What follows belongs to an exercise in optimizing a design on an open flow for small area and a short achievable clock period; a production flow would make more cautious choices.
At most, simulation tests tie the RTL to the original design; equivalence was not proved.

Setup of rev 12:
## alu_19bit
module alu_19bit (
    input  logic          clk,
    input  logic          rst_n,
    input  logic [18:0]   AC,
    input  logic [18:0]   DR,
    input  logic          ADD,
    input  logic          SUB,
    input  logic          MUL,
    input  logic          DIV,
    input  logic          AND,
    input  logic          OR,
    input  logic          XOR,
    input  logic          NOT,
    input  logic          INC,
    input  logic          DEC,
    input  logic          FFT,
    input  logic          ENC,
    input  logic          DNC,
    input  logic          TNF,
    output logic [18:0]   ALU_OP,
    output logic          OVF_FLAG
);
    localparam logic [18:0] SMIN    = alu19_pkg::SMIN;
    localparam logic [18:0] ENC_KEY = alu19_pkg::ENC_KEY;
    logic s_add, s_sub, s_mul, s_div, s_and, s_or, s_xor, s_not;
    logic s_inc, s_dec, s_fft, s_enc, s_dnc, s_tnf;
    assign s_add = ADD;
    assign s_sub = ~ADD & SUB;
    assign s_mul = ~ADD & ~SUB & MUL;
    assign s_div = ~ADD & ~SUB & ~MUL & DIV;
    logic hi4;
    assign hi4   = ~ADD & ~SUB & ~MUL & ~DIV;
    assign s_and = hi4 & AND;
    assign s_or  = hi4 & ~AND & OR;
    assign s_xor = hi4 & ~AND & ~OR & XOR;
    assign s_not = hi4 & ~AND & ~OR & ~XOR & NOT;
    logic hi8;
    assign hi8   = hi4 & ~AND & ~OR & ~XOR & ~NOT;
    assign s_inc = hi8 & INC;
    assign s_dec = hi8 & ~INC & DEC;
    assign s_fft = hi8 & ~INC & ~DEC & FFT;
    assign s_enc = hi8 & ~INC & ~DEC & ~FFT & ENC;
    assign s_dnc = hi8 & ~INC & ~DEC & ~FFT & ~ENC & DNC;
    assign s_tnf = hi8 & ~INC & ~DEC & ~FFT & ~ENC & ~DNC & TNF;
    logic [18:0] ax, ay, as;
    logic [19:0] ac;
    assign ax    = AC ^ {19{s_tnf}};
    assign ay    = (DR & {19{s_add | s_sub}}) ^ {19{s_sub | s_dec}};
    assign ac[0] = s_sub | s_inc | s_tnf;
    for (genvar j = 0; j < 19; j++) begin : g_add
        assign as[j]   = ax[j] ^ ay[j] ^ ac[j];
        assign ac[j+1] = (ax[j] & ay[j]) | (ac[j] & (ax[j] ^ ay[j]));
    end
  ...
Size in the first run: about 2600 cells after synthesis, about 20 flip-flops, roughly 74 I/O pins, roughly 0.017 mm2 of cells after synthesis.
Settings: LEC_CHECK=0, ABC_AREA=1, CAP_MARGIN=20, CORE_MARGIN=2, CORE_UTILIZATION=60, SLEW_MARGIN=20; clock period 50.0 ns.
run.sh (not shown) runs the stock make flow with config.mk's settings and CLKGATE_MAP_FILE= SYNTH_SCRIPT=/design/flow/synth_recipe.tcl, a recipe that flattens the netlist after the stock synthesis.
Rev 12 ran to completion and came out clean on the timing, DRC and antenna checks.
Modified inputs, rev 13 compared to rev 12
Settings: CORE_UTILIZATION now 40, was 60.
==> comparison <==
[rev 13] routability congestion estimate from global placement fell 0.043 relative to rev 12. Compared rev 13 vs rev 12, and finished layout cell area is up in rev 13. | final-layout non-clock buffer area share | rev 12 vs rev 13 | ≈ equal |. Sum of routed wire length over all layers grows by a few percent when moving from rev 12 to rev 13. Compared with rev 12, in rev 13 post-synthesis to final-layout area growth higher; initial core utilization moved down; number of buffers and inverters on the critical path fell by about 5.4%; final instance count without filler cells now sits higher.

alu_19bit, a different RTL version from the one above (not shown whole).
Size: about 3600 cells after synthesis, ~20 flip-flops.
==> flow/config.mk <==
export PLATFORM = sky130hd
export DESIGN_NAME = alu_19bit
export DESIGN_NICKNAME = alu_19bit
export VERILOG_FILES = /design/flow/design.v
export SDC_FILE = /design/flow/constraint.sdc
export NUM_CORES = 4
export LEC_CHECK = 0
export ABC_AREA = 1
export CAP_MARGIN = 20
export CORE_MARGIN = 2
export CORE_UTILIZATION = 40
export SLEW_MARGIN = 20
==> flow/constraint.sdc <==
create_clock -name core_clock -period 50.0 [get_ports {clk}]
set_input_delay 10.0000 -clock core_clock [delete_from_list [all_inputs] [get_ports {clk}]]
set_output_delay 10.0000 -clock core_clock [all_outputs]
set_load 0.01 [all_outputs]
The first run ran to the end with no violations.
Change:
==> flow/flow/run.sh (new file) <==
#!/bin/bash
# The standard ORFS layout, with sky130_fd_sc_hd__buf_4 as the port buffers
# that buffer_ports puts on every input and output.
set -euo pipefail
export BUFFER_PORTS_ARGS="-buffer_cell sky130_fd_sc_hd__buf_4"
bash standard.sh > flow_make.log 2>&1
==> flow/standard.sh (new file) <==
#!/bin/bash
# synth_recipe.tcl (not shown) runs the flow's synth.tcl, then flattens the netlist and writes it again
# the make line also repeats each setting of config.mk as NAME=value (left out here)
make -C /OpenROAD-flow-scripts/flow DESIGN_CONFIG=/design/flow/config.mk WORK_HOME=/design/flow/orfs CLKGATE_MAP_FILE= SYNTH_SCRIPT=/design/flow/synth_recipe.tcl "${@:-finish}"
removed: flow/run.sh
Effect: Final cell count stays flat; design area falls slightly; sequential cell count stays the same; sequential share of layout area is about the same.
Function was not checked in any run of this note: the RTL went through the layout flow alone.

alu_19bit, a different RTL version from the one above (not shown whole).
Size: ~3700 cells after synthesis, about 20 flip-flops, about 74 I/O pins, roughly 0.020 mm² of cells after synthesis.
clock: 50.0 ns
lec_check: 0
abc_area: 1
cap_margin: 20
core_margin: 2
core_utilization: 40
slew_margin: 20
standard.sh (not shown) runs the stock make flow with config.mk's settings and CLKGATE_MAP_FILE= SYNTH_SCRIPT=/design/flow/synth_recipe.tcl, a recipe that flattens the netlist after the stock synthesis.
==> flow/flow/run.sh <==
#!/bin/bash
# The standard ORFS layout with two changes:
#  - buffer_ports uses sky130_fd_sc_hd__buf_4 for the port buffers;
#  - the floorplan step's gate sizing aims for a setup margin
#    (flow/pre_floorplan.tcl); later steps keep the default margin.
set -euo pipefail
here=$(pwd)
export BUFFER_PORTS_ARGS="-buffer_cell sky130_fd_sc_hd__buf_4"
export PRE_FLOORPLAN_TCL="$here/flow/pre_floorplan.tcl"
bash standard.sh > flow_make.log 2>&1
==> flow/flow/pre_floorplan.tcl <==
# Used only by the floorplan step: its gate sizing (repair_timing with
# unbuffer, sizeup, swap, vt_swap) aims for 21 ns of setup slack.
set ::env(SETUP_SLACK_MARGIN) 21
The first run went through all stages and came out clean.
Next try:
==> flow/flow/run.sh (replaced) <==
#!/bin/bash
# The standard ORFS layout, with sky130_fd_sc_hd__buf_4 as the port buffers
# that buffer_ports puts on every input and output.
set -euo pipefail
export BUFFER_PORTS_ARGS="-buffer_cell sky130_fd_sc_hd__buf_4"
bash standard.sh > flow_make.log 2>&1
PLACE_DENSITY = 0.8   (was unset)
removed: flow/flow/pre_floorplan.tcl
=>
- first-iteration DRC count went up by about 18%
- flip-flop and latch count does not change
- cell area went down by about 2.7%
- synthesized area is unchanged
- via count went up by about 2%
- synthesized cell count stays the same
- wire length went down by 7.8%
- core utilization went down by 1.2 points
Next try:
CORE_UTILIZATION = 60   (was 40)
PLACE_DENSITY = unset   (was 0.8)
Outcome:
- design area fell slightly
- die area fell by a quarter to a third
- wire length rises by a few percent
- non-clock buffer count rises by 6
- core utilization rose by 21 points
- setup slack loses 0.13 ns
- synthesized area does not change
Next try:
==> flow/flow/run.sh (replaced) <==
#!/bin/bash
# The standard ORFS layout with two changes:
#  - buffer_ports uses sky130_fd_sc_hd__buf_4 for the port buffers;
#  - the floorplan step's gate sizing aims for a setup margin
#    (flow/pre_floorplan.tcl); later steps keep the default margin.
set -euo pipefail
here=$(pwd)
export BUFFER_PORTS_ARGS="-buffer_cell sky130_fd_sc_hd__buf_4"
export PRE_FLOORPLAN_TCL="$here/flow/pre_floorplan.tcl"
bash standard.sh > flow_make.log 2>&1
==> flow/flow/pre_floorplan.tcl (new file) <==
# Used only by the floorplan step: its gate sizing (repair_timing with
# unbuffer, sizeup, swap, vt_swap) aims for 24 ns of setup slack.
set ::env(SETUP_SLACK_MARGIN) 24
CORE_UTILIZATION = 40   (was 60)
The new run completed with no timing, DRC or antenna violations. Clock-buffer cell count decreases by 1. Utilization came out lower by 20 points. Routed wire length rose by 1.9%. Final area went up by 4.1%. Worst hold slack gains 0.0057 ns.
Next try:
==> flow/flow/run.sh (replaced) <==
#!/bin/bash
# The standard ORFS layout, with sky130_fd_sc_hd__buf_4 as the port buffers
# that buffer_ports puts on every input and output.
set -euo pipefail
export BUFFER_PORTS_ARGS="-buffer_cell sky130_fd_sc_hd__buf_4"
bash standard.sh > flow_make.log 2>&1
removed: flow/flow/pre_floorplan.tcl
Effect: The new run passed the timing, DRC and antenna checks; routed wire length fell slightly; hold slack degrades by 0.0034 ns; final area is lower by a few percent; global-route usage goes down by 0.47 points; via count falls slightly.

The RTL this note starts from:
==> flow/design.v <==
`timescale 1ns/1ps
package alu19_pkg;
    localparam int          W       = 19;
    localparam logic [18:0] SMAX    = 19'h3FFFF;
    localparam logic [18:0] SMIN    = 19'h40000;
    localparam logic [18:0] ENC_KEY = 19'h0C6FE;
endpackage
`timescale 1ns/1ps
module alu19_add #(parameter int W = 8, parameter int ARCH = 1) (
    input  logic [W-1:0] x,
    input  logic [W-1:0] y,
    input  logic         ci,
    output logic [W-1:0] s,
    output logic         co
);
    localparam int L = (W >= 16) ? 5 : (W >= 8) ? 4 : (W >= 4) ? 3 : (W >= 2) ? 2 : 1;
    logic [W:0] g [0:L];
    logic [W:0] p [0:L];
    logic [W:0] c;
    logic [W-1:0] px;
    for (genvar i = 0; i < W; i++) begin : g_px
        assign px[i] = x[i] ? ~y[i] : y[i];
    end
    assign g[0] = {x, ci};    
    assign p[0] = {px, 1'b0};
    generate
        if (ARCH == 0) begin : g_rip
            assign c[0] = ci;
            for (genvar i = 0; i < W; i++) begin : g_b
                assign c[i+1] = p[0][i+1] ? c[i] : x[i];
            end
        end else if (ARCH == 3) begin : g_bk
            logic [W:0] bg [0:2*L-1];
            logic [W:0] bp [0:2*L-1];
            assign bg[0] = g[0];
            assign bp[0] = p[0];
            for (genvar l = 0; l < L; l++) begin : g_up
                for (genvar i = 0; i <= W; i++) begin : g_b
                    if ((i + 1) % (2 << l) == 0) begin : g_op
                        assign bg[l+1][i] = bp[l][i] ? bg[l][i - (1 << l)] : bg[l][i];
                        assign bp[l+1][i] = bp[l][i] & bp[l][i - (1 << l)];
                    end else begin : g_pass
                        assign bg[l+1][i] = bg[l][i];
                        assign bp[l+1][i] = bp[l][i];
                    end
                end
            end
            for (genvar m = 0; m < L - 1; m++) begin : g_dn
                localparam int LL = L - 2 - m;
                for (genvar i = 0; i <= W; i++) begin : g_b
                    if ((i + 1) % (2 << LL) == (1 << LL) && i >= (2 << LL)) begin : g_op
                        assign bg[L+m+1][i] = bp[L+m][i] ? bg[L+m][i - (1 << LL)] : bg[L+m][i];
                        assign bp[L+m+1][i] = bp[L+m][i] & bp[L+m][i - (1 << LL)];
                    end else begin : g_pass
                        assign bg[L+m+1][i] = bg[L+m][i];
                        assign bp[L+m+1][i] = bp[L+m][i];
                    end
                end
            end
            assign c = bg[2*L-1];
        end else begin : g_pfx
            for (genvar l = 0; l < L; l++) begin : g_lvl
                for (genvar i = 0; i <= W; i++) begin : g_b
                    if (ARCH == 1) begin : g_skl
                        if ((i >> l) & 1) begin : g_op
                            localparam int J = ((i >> l) << l) - 1;
                            assign g[l+1][i] = p[l][i] ? g[l][J] : g[l][i];
                            assign p[l+1][i] = p[l][i] & p[l][J];
                        end else begin : g_pass
                            assign g[l+1][i] = g[l][i];
                            assign p[l+1][i] = p[l][i];
                        end
                    end else begin : g_ks
                        if (i >= (1 << l)) begin : g_op
                            assign g[l+1][i] = p[l][i] ? g[l][i - (1 << l)] : g[l][i];
                            assign p[l+1][i] = p[l][i] & p[l][i - (1 << l)];
                        end else begin : g_pass
                            assign g[l+1][i] = g[l][i];
                            assign p[l+1][i] = p[l][i];
                        end
                    end
                end
            end
            assign c = g[L];
        end
    endgenerate
    for (genvar i = 0; i < W; i++) begin : g_s
        assign s[i] = c[i] ? ~px[i] : px[i];
    end
    assign co = c[W];
endmodule
module alu19_muldiv #(parameter int ARCH = 3, parameter int RIPW = 0) (
    input  logic        div,   
    input  logic [18:0] ac,    
    input  logic [18:0] a,     
    input  logic [18:0] b,     
    output logic [19:0] p,     
    output logic [18:0] q      
);
    logic        sb, inv, inv18;
    logic [19:0] bs;           
    logic [20:0] hz;           
    assign sb    = b[18];
    assign bs    = {sb, b};
    assign inv   = div & ~sb;
    assign inv18 = div ? ~sb : 1'b1;
    always_comb begin
        hz[20] = 1'b1;
        hz[19] = 1'b1;
        for (int n = 18; n >= 0; n--) hz[n] = hz[n+1] & ~(b[n] ^ sb);
    end
    logic [19:0] acc [0:19];
    assign acc[19] = {1'b0, a & {19{div}}};
    genvar k;
    generate
        for (k = 18; k >= 0; k--) begin : g_row
            localparam int WD = 20 - k;
            logic [WD-1:0] x, t;
            logic          iv, co, sel;
            assign x  = acc[k+1][19:k];
            assign iv = (k == 18) ? inv18 : inv;
            alu19_add #(.W(WD), .ARCH(WD <= RIPW ? 0 : ARCH)) u_add (
                .x(x), .y(bs[WD-1:0] ^ {WD{iv}}), .ci(iv), .s(t), .co(co));
            assign sel  = div ? (hz[WD] & co) : ac[k];
            assign q[k] = sel;
            if (k > 0) begin : g_lo
                assign acc[k] = {sel ? t : x, acc[k+1][k-1:0]};
            end else begin : g_last
                assign acc[k] = sel ? t : x;
            end
        end
    endgenerate
    assign p = acc[0];
endmodule
`timescale 1ns/1ps
module alu_19bit (
    input  logic          clk,
    input  logic          rst_n,
    input  logic [18:0]   AC,
    input  logic [18:0]   DR,
    input  logic          ADD,
    input  logic          SUB,
    input  logic          MUL,
    input  logic          DIV,
    input  logic          AND,
    input  logic          OR,
    input  logic          XOR,
    input  logic          NOT,
    input  logic          INC,
    input  logic          DEC,
    input  logic          FFT,
    input  logic          ENC,
    input  logic          DNC,
    input  logic          TNF,
    output logic [18:0]   ALU_OP,
    output logic          OVF_FLAG
);
    localparam logic [18:0] SMIN    = alu19_pkg::SMIN;
    localparam logic [18:0] ENC_KEY = alu19_pkg::ENC_KEY;
    logic s_add, s_sub, s_mul, s_div, s_and, s_or, s_xor, s_not;
    logic s_inc, s_dec, s_fft, s_enc, s_dnc, s_tnf;
    logic hi4, hi8;
    assign s_add = ADD;
    assign s_sub = ~ADD & SUB;
    assign s_mul = ~ADD & ~SUB & MUL;
    assign s_div = ~ADD & ~SUB & ~MUL & DIV;
    assign hi4   = ~ADD & ~SUB & ~MUL & ~DIV;
    assign s_and = hi4 & AND;
    assign s_or  = hi4 & ~AND & OR;
    assign s_xor = hi4 & ~AND & ~OR & XOR;
    assign s_not = hi4 & ~AND & ~OR & ~XOR & NOT;
    assign hi8   = hi4 & ~AND & ~OR & ~XOR & ~NOT;
    assign s_inc = hi8 & INC;
    assign s_dec = hi8 & ~INC & DEC;
    assign s_fft = hi8 & ~INC & ~DEC & FFT;
    assign s_enc = hi8 & ~INC & ~DEC & ~FFT & ENC;
    assign s_dnc = hi8 & ~INC & ~DEC & ~FFT & ~ENC & DNC;
    assign s_tnf = hi8 & ~INC & ~DEC & ~FFT & ~ENC & ~DNC & TNF;
    logic [18:0] ax, ay, ap, as;
    logic [19:0] ac;
    assign ax    = AC ^ {19{s_tnf | s_not}};
    assign ay    = (DR & {19{s_add | s_sub | s_and | s_or | s_xor}}) ^ {19{s_sub | s_dec}};
    assign ac[0] = s_sub | s_inc | s_tnf;
    for (genvar j = 0; j < 19; j++) begin : g_add
        assign ap[j]   = ax[j] ? ~ay[j] : ay[j];
        assign as[j]   = ac[j] ? ~ap[j] : ap[j];
        assign ac[j+1] = ap[j] ? ac[j] : ax[j];
    end
    logic a_ovf;
    assign a_ovf = (ax[18] == ay[18]) && (as[18] != ax[18]);
    function automatic logic [18:0] por(input logic [18:0] x);
        por = x;
        for (int l = 0; l < 5; l++)
            for (int i = 0; i < 19; i++)
                if ((i >> l) & 1) por[i] = por[i] | por[((i >> l) << l) - 1];
    endfunction
    function automatic logic [18:0] cneg(input logic [18:0] x, input logic s);
        logic [18:0] o;
        o = por(x);
        cneg = x ^ ({o[17:0], 1'b0} & {19{s}});
    endfunction
    logic        sa, sb, sgn;
    logic [18:0] ma, mb;
    assign sa  = AC[18];
    assign sb  = DR[18];
    assign sgn = sa ^ sb;
    assign ma  = cneg(AC, sa);
    assign mb  = cneg(DR, sb);
    logic [19:0] p;
    logic [18:0] qm;
    alu19_muldiv u_md (.div(~MUL), .ac(AC), .a(ma), .b(DR), .p(p), .q(qm));
    logic [19:0] sfx;
    logic        big;
    always_comb begin
        sfx[19] = 1'b0;
        for (int n = 18; n >= 0; n--) sfx[n] = sfx[n+1] | mb[n];
        big = 1'b0;
        for (int i = 1; i < 19; i++) big = big | (ma[i] & sfx[19-i]);
    end
    logic pneg, dz;
    logic mul_ovf, div_ovf;
    assign pneg    = sgn & (|AC) & (|DR);
    assign mul_ovf = big | (pneg ? ~(p[19] & p[18]) : (p[19] | p[18]));
    assign dz      = (DR == '0);
    assign div_ovf = dz | (AC == SMIN && DR == 19'h7FFFF);
    logic [18:0] mr, mo, md_r;
    logic        mneg;
    assign mr   = s_mul ? p[18:0] : qm;
    assign mneg = ~s_mul & sgn & ~dz;
    assign mo   = por({mr[18:1], 1'b0});
    assign md_r = {mr[18:1] ^ ((mo[17:0] | {18{mr[0]}}) & {18{mneg}}), mr[0]};
    function automatic logic [18:0] bitrev(input logic [18:0] x);
        for (int i = 0; i < 19; i++) bitrev[i] = x[18-i];
    endfunction
    logic [18:0] ex;
    assign ex = AC ^ ENC_KEY;
    logic [18:0] next_op;
    logic        next_ovf;
    assign next_op =
          ({19{s_add | s_sub | s_inc | s_dec | s_tnf | s_not}} & as)
        | ({19{s_mul | s_div}} & md_r)
        | ({19{s_and}} & (ax & ~ap))
        | ({19{s_or}}  & (ax | ap))
        | ({19{s_xor}} & ap)
        | ({19{s_fft}} & bitrev(AC))
        | ({19{s_enc}} & ({AC[15:0], AC[18:16]} ^ ENC_KEY))
        | ({19{s_dnc}} & {ex[2:0], ex[18:3]});
    assign next_ovf =
          ((s_add | s_sub | s_inc | s_dec | s_tnf) & a_ovf)
        | (s_mul & mul_ovf)
        | (s_div & div_ovf);
    always_ff @(posedge clk or negedge rst_n) begin
        if (!rst_n) begin
            ALU_OP   <= '0;
            OVF_FLAG <= 1'b0;
        end else begin
            ALU_OP   <= next_op;
            OVF_FLAG <= next_ovf;
        end
    end
endmodule
make LEC_CHECK=0 ABC_AREA=1 CAP_MARGIN=20 CORE_MARGIN=2 CORE_UTILIZATION=40 GPL_TIMING_DRIVEN=0 SLEW_MARGIN=20 finish   # period 50.0 ns
run.sh (not shown) runs the stock make flow with config.mk's settings and CLKGATE_MAP_FILE= SYNTH_SCRIPT=/design/flow/synth_recipe.tcl, a recipe that flattens the netlist after the stock synthesis.
Stock flow here: none of the scripts above is used.
Change:
==> flow/flow/run.sh (new file) <==
#!/bin/bash
# The standard ORFS layout, with sky130_fd_sc_hd__buf_4 as the port buffers
# that buffer_ports puts on every input and output.
set -euo pipefail
export BUFFER_PORTS_ARGS="-buffer_cell sky130_fd_sc_hd__buf_4"
bash standard.sh > flow_make.log 2>&1
==> flow/standard.sh (new file) <==
#!/bin/bash
# synth_recipe.tcl (not shown) runs the flow's synth.tcl, then flattens the netlist and writes it again
# the make line also repeats each setting of config.mk as NAME=value (left out here)
make -C /OpenROAD-flow-scripts/flow DESIGN_CONFIG=/design/flow/config.mk WORK_HOME=/design/flow/orfs CLKGATE_MAP_FILE= SYNTH_SCRIPT=/design/flow/synth_recipe.tcl "${@:-finish}"
Settings changed: GPL_TIMING_DRIVEN 0 to unset.
removed: flow/run.sh
The changed run completed without violations.
Critical path depth came out lower by 11.
Utilization came out lower by 2.5 points.
Die area stays the same.
Clock-buffer cell count is unchanged.
Change:
==> flow/flow/run.sh (replaced) <==
#!/bin/bash
# The standard ORFS layout, with sky130_fd_sc_hd__buf_8 as the port buffers
# that buffer_ports puts on every input and output.
set -euo pipefail
export BUFFER_PORTS_ARGS="-buffer_cell sky130_fd_sc_hd__buf_8"
bash standard.sh > flow_make.log 2>&1
After rerunning:
- The changed run passed the timing, DRC and antenna checks
- hold slack degrades by 0.057 ns
- first-iteration DRC count went up by 9.3%
- wire length rose by 2.1%
- area after synthesis does not change
- worst setup slack improves by 0.72 ns
- via count drops by 0.53%
- cell area climbs by 2.7%
- synthesized cell count is unchanged
Change:
==> flow/run.sh (new file) <==
#!/bin/bash
# synth_recipe.tcl (not shown) runs the flow's synth.tcl, then flattens the netlist and writes it again
# the make line also repeats each setting of config.mk as NAME=value (left out here)
make -C /OpenROAD-flow-scripts/flow DESIGN_CONFIG=/design/flow/config.mk WORK_HOME=/design/flow/orfs CLKGATE_MAP_FILE= SYNTH_SCRIPT=/design/flow/synth_recipe.tcl finish
removed: flow/flow/run.sh
removed: flow/standard.sh
Non-clock buffer count rises by 6.
Setup slack gets worse by 0.76 ns.
Final area falls by 1.5%.
Cell count stays flat.
Synthesized cell count stays the same.
Clock-buffer cell count does not change.

re-timing with driven ports:
The results above use ideal ports. As a check the final layouts listed here were re-extracted and re-timed, cells and wires unchanged.
Step 1 (the two cells are an assumption about what drives the block):
set clk [get_ports {clk}]
set_driving_cell -lib_cell sky130_fd_sc_hd__clkbuf_16 $clk
set_driving_cell -lib_cell sky130_fd_sc_hd__buf_2 [delete_from_list [all_inputs] $clk]
Step 2 also shifts input and output timing later by t, the mid clock arrival at the registers, as if the neighbouring blocks saw the same clock.
Slacks: no drivers / after step 1 / after step 2; pairs: no drivers / after step 1.
| run | t, ns | setup slack, ns | worst setup path at the end | slew at the worst register clock pin (ns) | cell pins on the clock port's net |
|---|---|---|---|---|---|
| rev 12 | 0.282 | 3.076 / 3.086 / 2.804 | input to register | 0.06 / 0.06 | 1 |
| rev 13 | 0.270 | 3.434 / 3.437 / 3.167 | input to register | 0.05 / 0.05 | 1 |
| the first run of note 2 | 0.279 | 11.475 / 11.481 / 11.202 | input to register | 0.05 / 0.05 | 1 |
| the second run of note 2 | 0.270 | 11.859 / 11.861 / 11.592 | input to register | 0.06 / 0.06 | 1 |
| the first run of note 3 | 0.280 | 14.551 / 14.558 / 14.278 | input to register | 0.06 / 0.06 | 1 |
| the second run of note 3 | 0.274 | 14.101 / 14.101 / 13.827 | input to register | 0.05 / 0.05 | 1 |
| the third run of note 3 | 0.279 | 13.968 / 13.977 / 13.698 | input to register | 0.05 / 0.05 | 1 |
| the fourth run of note 3 | 0.280 | 14.551 / 14.558 / 14.278 | input to register | 0.06 / 0.06 | 1 |
| the fifth run of note 3 | 0.278 | 14.150 / 14.154 / 13.876 | input to register | 0.06 / 0.06 | 1 |
| the first run of note 4 | 0.268 | 13.837 / 13.836 / 13.568 | input to register | 0.05 / 0.05 | 1 |
| the second run of note 4 | 0.274 | 12.306 / 12.306 / 12.032 | input to register | 0.05 / 0.05 | 1 |
| the third run of note 4 | 0.274 | 13.028 / 13.017 / 12.744 | input to register | 0.05 / 0.05 | 1 |
| the fourth run of note 4 | 0.273 | 12.273 / 12.274 / 12.001 | input to register | 0.06 / 0.06 | 1 |
After both steps setup and hold are still met in every run listed. The setup slack of the third run of note 4, which loses most, moves by -0.011 ns with the drivers and by -0.284 ns with both steps.
